From an optimization exercise on the open Yosys and OpenROAD flow, aimed at small area; shortcuts taken in it are not production practice. Function was checked by simulation only, so behaviour that the tests miss may differ from the original. The clock port is modelled as an ideal driver; clocking choices that lean on that would not hold on a real chip.

==> flow/design.v (excerpt) <==
module mac_buff_top (
    input  logic           CLK,
    input  logic           RST_N,
    input  logic           en_mac,
    input  logic [127:0]   operands,
    input  logic           en_block_read,
    output logic           rdy_mac,
    output logic           rdy_block_read,
    output logic           mem_val_valid,
    output logic [33:0]    mem_val_data
);
Size in the first run: roughly 4,800 cells after synthesis, ~170 I/O pins.
==> flow/config.mk <==
export PLATFORM = sky130hd
export DESIGN_NAME = mac_buff_top
export DESIGN_NICKNAME = mac_buff_top
export VERILOG_FILES = /design/flow/design.v
export SDC_FILE = /design/flow/constraint.sdc
export NUM_CORES = 4
export LEC_CHECK = 0
export CAP_MARGIN = 20
export CORE_MARGIN = 2
export CORE_UTILIZATION = 60
export SLEW_MARGIN = 20
==> flow/constraint.sdc <==
create_clock -name core_clock -period 6.0 [get_ports {CLK}]
set_input_delay 1.2000 -clock core_clock [delete_from_list [all_inputs] [get_ports {CLK}]]
set_output_delay 1.2000 -clock core_clock [all_outputs]
set_load 0.01 [all_outputs]
standard.sh (not shown) runs the stock make flow with config.mk's settings and CLKGATE_MAP_FILE= SYNTH_SCRIPT=/design/flow/synth_recipe.tcl, a recipe that flattens the netlist after the stock synthesis.
==> flow/flow/run.sh <==
#!/bin/bash
# The standard layout (standard.sh) with these changes:
# - synthesis is synth_recipe.tcl with Yosys's generic abc pass skipped
#   inside synth (-noabc), so that extract_fa sees the adder tree as written;
#   the final liberty abc, flattening and renaming are unchanged
# - input and output ports get the smallest buffer (buf_1) instead of the
#   delay cell buffer_ports picks by default; every port is still buffered
# - a leaner clock tree: clkbuf_16 only, larger sink clusters and no dummy
#   balancing loads
set -euo pipefail
HERE=$(cd "$(dirname "$0")" && pwd)
CTS="-sink_clustering_enable -repair_clock_nets -dont_use_dummy_load"
CTS="$CTS -buf_list sky130_fd_sc_hd__clkbuf_16"
CTS="$CTS -sink_clustering_size 32 -sink_clustering_max_diameter 120"
bash standard.sh "SYNTH_SCRIPT=$HERE/synth_noabc.tcl" "CTS_ARGS=$CTS" \
    "BUFFER_PORTS_ARGS=-buffer_cell sky130_fd_sc_hd__buf_1" finish > standard_make.log 2>&1
==> flow/flow/synth_noabc.tcl <==
proc synth {args} { yosys synth -nofsm -noshare -noabc {*}$args }
source $::env(SCRIPTS_DIR)/synth.tcl
# left out here: clear keep_hierarchy, flatten, clean up, hide names made inside functions, write 1_2_yosys.v
The starting point ran to the end with no violations.
Edit:
--- a/flow/flow/run.sh
+++ b/flow/flow/run.sh
@@ -6,4 +6,7 @@
 # - input and output ports get the smallest buffer (buf_1) instead of the
 #   delay cell buffer_ports picks by default; every port is still buffered
+# - timing-driven global placement keeps its net weighting but not the
+#   resizer's virtual buffering (GPL_KEEP_OVERFLOW=0); later repair steps
+#   still fix every real violation
 # - a leaner clock tree: clkbuf_16 only, larger sink clusters and no dummy
 #   balancing loads
@@ -14,3 +17,3 @@
 CTS="$CTS -sink_clustering_size 32 -sink_clustering_max_diameter 120"
 bash standard.sh "SYNTH_SCRIPT=$HERE/synth_noabc.tcl" "CTS_ARGS=$CTS" \
-    "BUFFER_PORTS_ARGS=-buffer_cell sky130_fd_sc_hd__buf_1" finish > standard_make.log 2>&1
+    "BUFFER_PORTS_ARGS=-buffer_cell sky130_fd_sc_hd__buf_1" GPL_KEEP_OVERFLOW=0 finish > standard_make.log 2>&1
SETUP_SLACK_MARGIN = 0.1   (was not set)
After rerunning:
- The changed run ran to the end with no violations
- routed wire length goes up by 0.54%
- core utilization shrinks by 0.25 points
- register-to-register slack degrades by 0.03 ns
- setup slack degrades by 0.033 ns
- final cell count decreases by 2.5%
- via count shrinks by 1.4%
- synthesized cell count does not change

========
Another version of the RTL of mac_buff_top (not shown whole).
Size in the first run: roughly 5200 cells after synthesis, about 170 I/O pins, about 97000 um^2 of cells after synthesis.
export LEC_CHECK = 0
export CAP_MARGIN = 20
export CORE_MARGIN = 2
export CORE_UTILIZATION = 60
export SLEW_MARGIN = 20
create_clock -name core_clock -period 6.0 [get_ports {CLK}]
==> flow/flow/run.sh <==
#!/bin/bash
# The standard layout (standard.sh) with two changes:
# - synthesis is synth_recipe.tcl with Yosys's generic abc pass skipped
#   inside synth (-noabc), so that extract_fa sees the adder tree as written;
#   the final liberty abc, flattening and renaming are unchanged
# - a leaner clock tree: clkbuf_16 only, larger sink clusters and no dummy
#   balancing loads
set -euo pipefail
HERE=$(cd "$(dirname "$0")" && pwd)
CTS="-sink_clustering_enable -repair_clock_nets -dont_use_dummy_load"
CTS="$CTS -buf_list sky130_fd_sc_hd__clkbuf_16"
CTS="$CTS -sink_clustering_size 26 -sink_clustering_max_diameter 120"
bash standard.sh "SYNTH_SCRIPT=$HERE/synth_noabc.tcl" "CTS_ARGS=$CTS" finish > standard_make.log 2>&1
Scripts as last shown in full above: flow/flow/synth_noabc.tcl
Next try:
==> flow/run.sh (new file) <==
#!/bin/bash
# synth_recipe.tcl (not shown) runs the flow's synth.tcl, then flattens the netlist and writes it again
# the make line also repeats each setting of config.mk as NAME=value (left out here)
make -C /OpenROAD-flow-scripts/flow DESIGN_CONFIG=/design/flow/config.mk WORK_HOME=/design/flow/orfs CLKGATE_MAP_FILE= SYNTH_SCRIPT=/design/flow/synth_recipe.tcl finish
CORE_UTILIZATION = 40   (was 60)
removed: flow/flow/run.sh
removed: flow/flow/synth_noabc.tcl
removed: flow/standard.sh
=>
- maximum frequency barely changes
- global-route usage is lower by 6.3 points
- core utilization came out lower by 19 points
- worst hold slack is worse by 0.049 ns
- register-to-register slack stays flat
- non-clock buffer count increases by 22
- critical path depth is higher by 4
- via count grows by a few percent
- setup slack loses 0.013 ns
Next try:
==> flow/flow/run.sh (new file) <==
#!/bin/bash
set -euo pipefail
CTS="-sink_clustering_enable -repair_clock_nets -dont_use_dummy_load"
CTS="$CTS -buf_list sky130_fd_sc_hd__clkbuf_16"
CTS="$CTS -sink_clustering_size 26 -sink_clustering_max_diameter 120"
bash standard.sh "CTS_ARGS=$CTS" finish > standard_make.log 2>&1
==> flow/standard.sh (new file) <==
#!/bin/bash
# synth_recipe.tcl (not shown) runs the flow's synth.tcl, then flattens the netlist and writes it again
# the make line also repeats each setting of config.mk as NAME=value (left out here)
make -C /OpenROAD-flow-scripts/flow DESIGN_CONFIG=/design/flow/config.mk WORK_HOME=/design/flow/orfs CLKGATE_MAP_FILE= SYNTH_SCRIPT=/design/flow/synth_recipe.tcl "${@:-finish}"
GPL_TIMING_DRIVEN = 0   (was not set)
removed: flow/run.sh
Outcome: Core utilization came out lower by 1.5 points; synthesized area does not change; cell area came out lower by 3.2%; routed wire length came out higher by 15%; synthesized cell count stays the same; worst setup slack degrades by 0.17 ns; cell count came out lower by 2.3%; fmax came out lower by 3.0%; clock skew came out higher by 0.046 ns.
Next try:
==> flow/flow/run.sh (replaced) <==
#!/bin/bash
# The standard layout (standard.sh) with two changes:
# - synthesis is synth_recipe.tcl with Yosys's generic abc pass skipped
#   inside synth (-noabc), so that extract_fa sees the adder tree as written;
#   the final liberty abc, flattening and renaming are unchanged
# - a leaner clock tree: clkbuf_16 only, larger sink clusters and no dummy
#   balancing loads
set -euo pipefail
HERE=$(cd "$(dirname "$0")" && pwd)
CTS="-sink_clustering_enable -repair_clock_nets -dont_use_dummy_load"
CTS="$CTS -buf_list sky130_fd_sc_hd__clkbuf_16"
CTS="$CTS -sink_clustering_size 26 -sink_clustering_max_diameter 120"
bash standard.sh "SYNTH_SCRIPT=$HERE/synth_noabc.tcl" "CTS_ARGS=$CTS" finish > standard_make.log 2>&1
==> flow/flow/synth_noabc.tcl (new file) <==
proc synth {args} { yosys synth -nofsm -noshare -noabc {*}$args }
source $::env(SCRIPTS_DIR)/synth.tcl
# left out here: clear keep_hierarchy, flatten, clean up, hide names made inside functions, write 1_2_yosys.v
GPL_TIMING_DRIVEN = not set   (was 0)
After rerunning: Maximum frequency rises by 2.9%. Flip-flop and latch count is unchanged. Die area falls by 1.1%. Synthesized area falls by 1.1%. Sequential share of layout area rises by 1.5 points. Final area falls by 2.4%. Count of clock-buffer cells in the layout rises by 2. Non-clock buffer count falls by 119.

static timing again, ports no longer ideal:
The flow's constraints put no driver on any port. The routed layouts listed below were extracted and timed again, unchanged, in two steps. Step 1 (the two cells are an assumption about what drives the block):
set clk [get_ports {CLK}]
set_driving_cell -lib_cell sky130_fd_sc_hd__clkbuf_16 $clk
set_driving_cell -lib_cell sky130_fd_sc_hd__buf_2 [delete_from_list [all_inputs] $clk]
Step 2 adds t to the input delays and takes it off the output delays; t is the mean of the earliest and latest rising clock arrival at the registers after step 1. Input paths then give back, and output paths get back, about the clock's delay inside the block. Slacks: no drivers / after step 1 / after step 2; pairs: no drivers / after step 1.
| run | shift t [ns] | slack for setup (ns) | slew at the worst register clock pin (ns) | worst data-port slew with drivers (ns) |
|---|---|---|---|---|
| the first run of note 1 | 0.796 | 0.214 / 0.214 / 0.214 | 0.12 / 0.12 | 0.14 |
| the second run of note 1 | 0.765 | 0.181 / 0.181 / 0.181 | 0.12 / 0.12 | 0.06 |
| the first run of note 2 | 0.801 | 0.282 / 0.282 / 0.282 | 0.10 / 0.10 | 0.10 |
| the second run of note 2 | 0.940 | 0.270 / 0.270 / 0.270 | 0.07 / 0.07 | 0.12 |
| the third run of note 2 | 0.815 | 0.095 / 0.095 / 0.095 | 0.11 / 0.11 | 0.04 |
| the fourth run of note 2 | 0.846 | 0.261 / 0.261 / 0.261 | 0.11 / 0.11 | 0.11 |
After both steps every run listed still meets setup and hold.
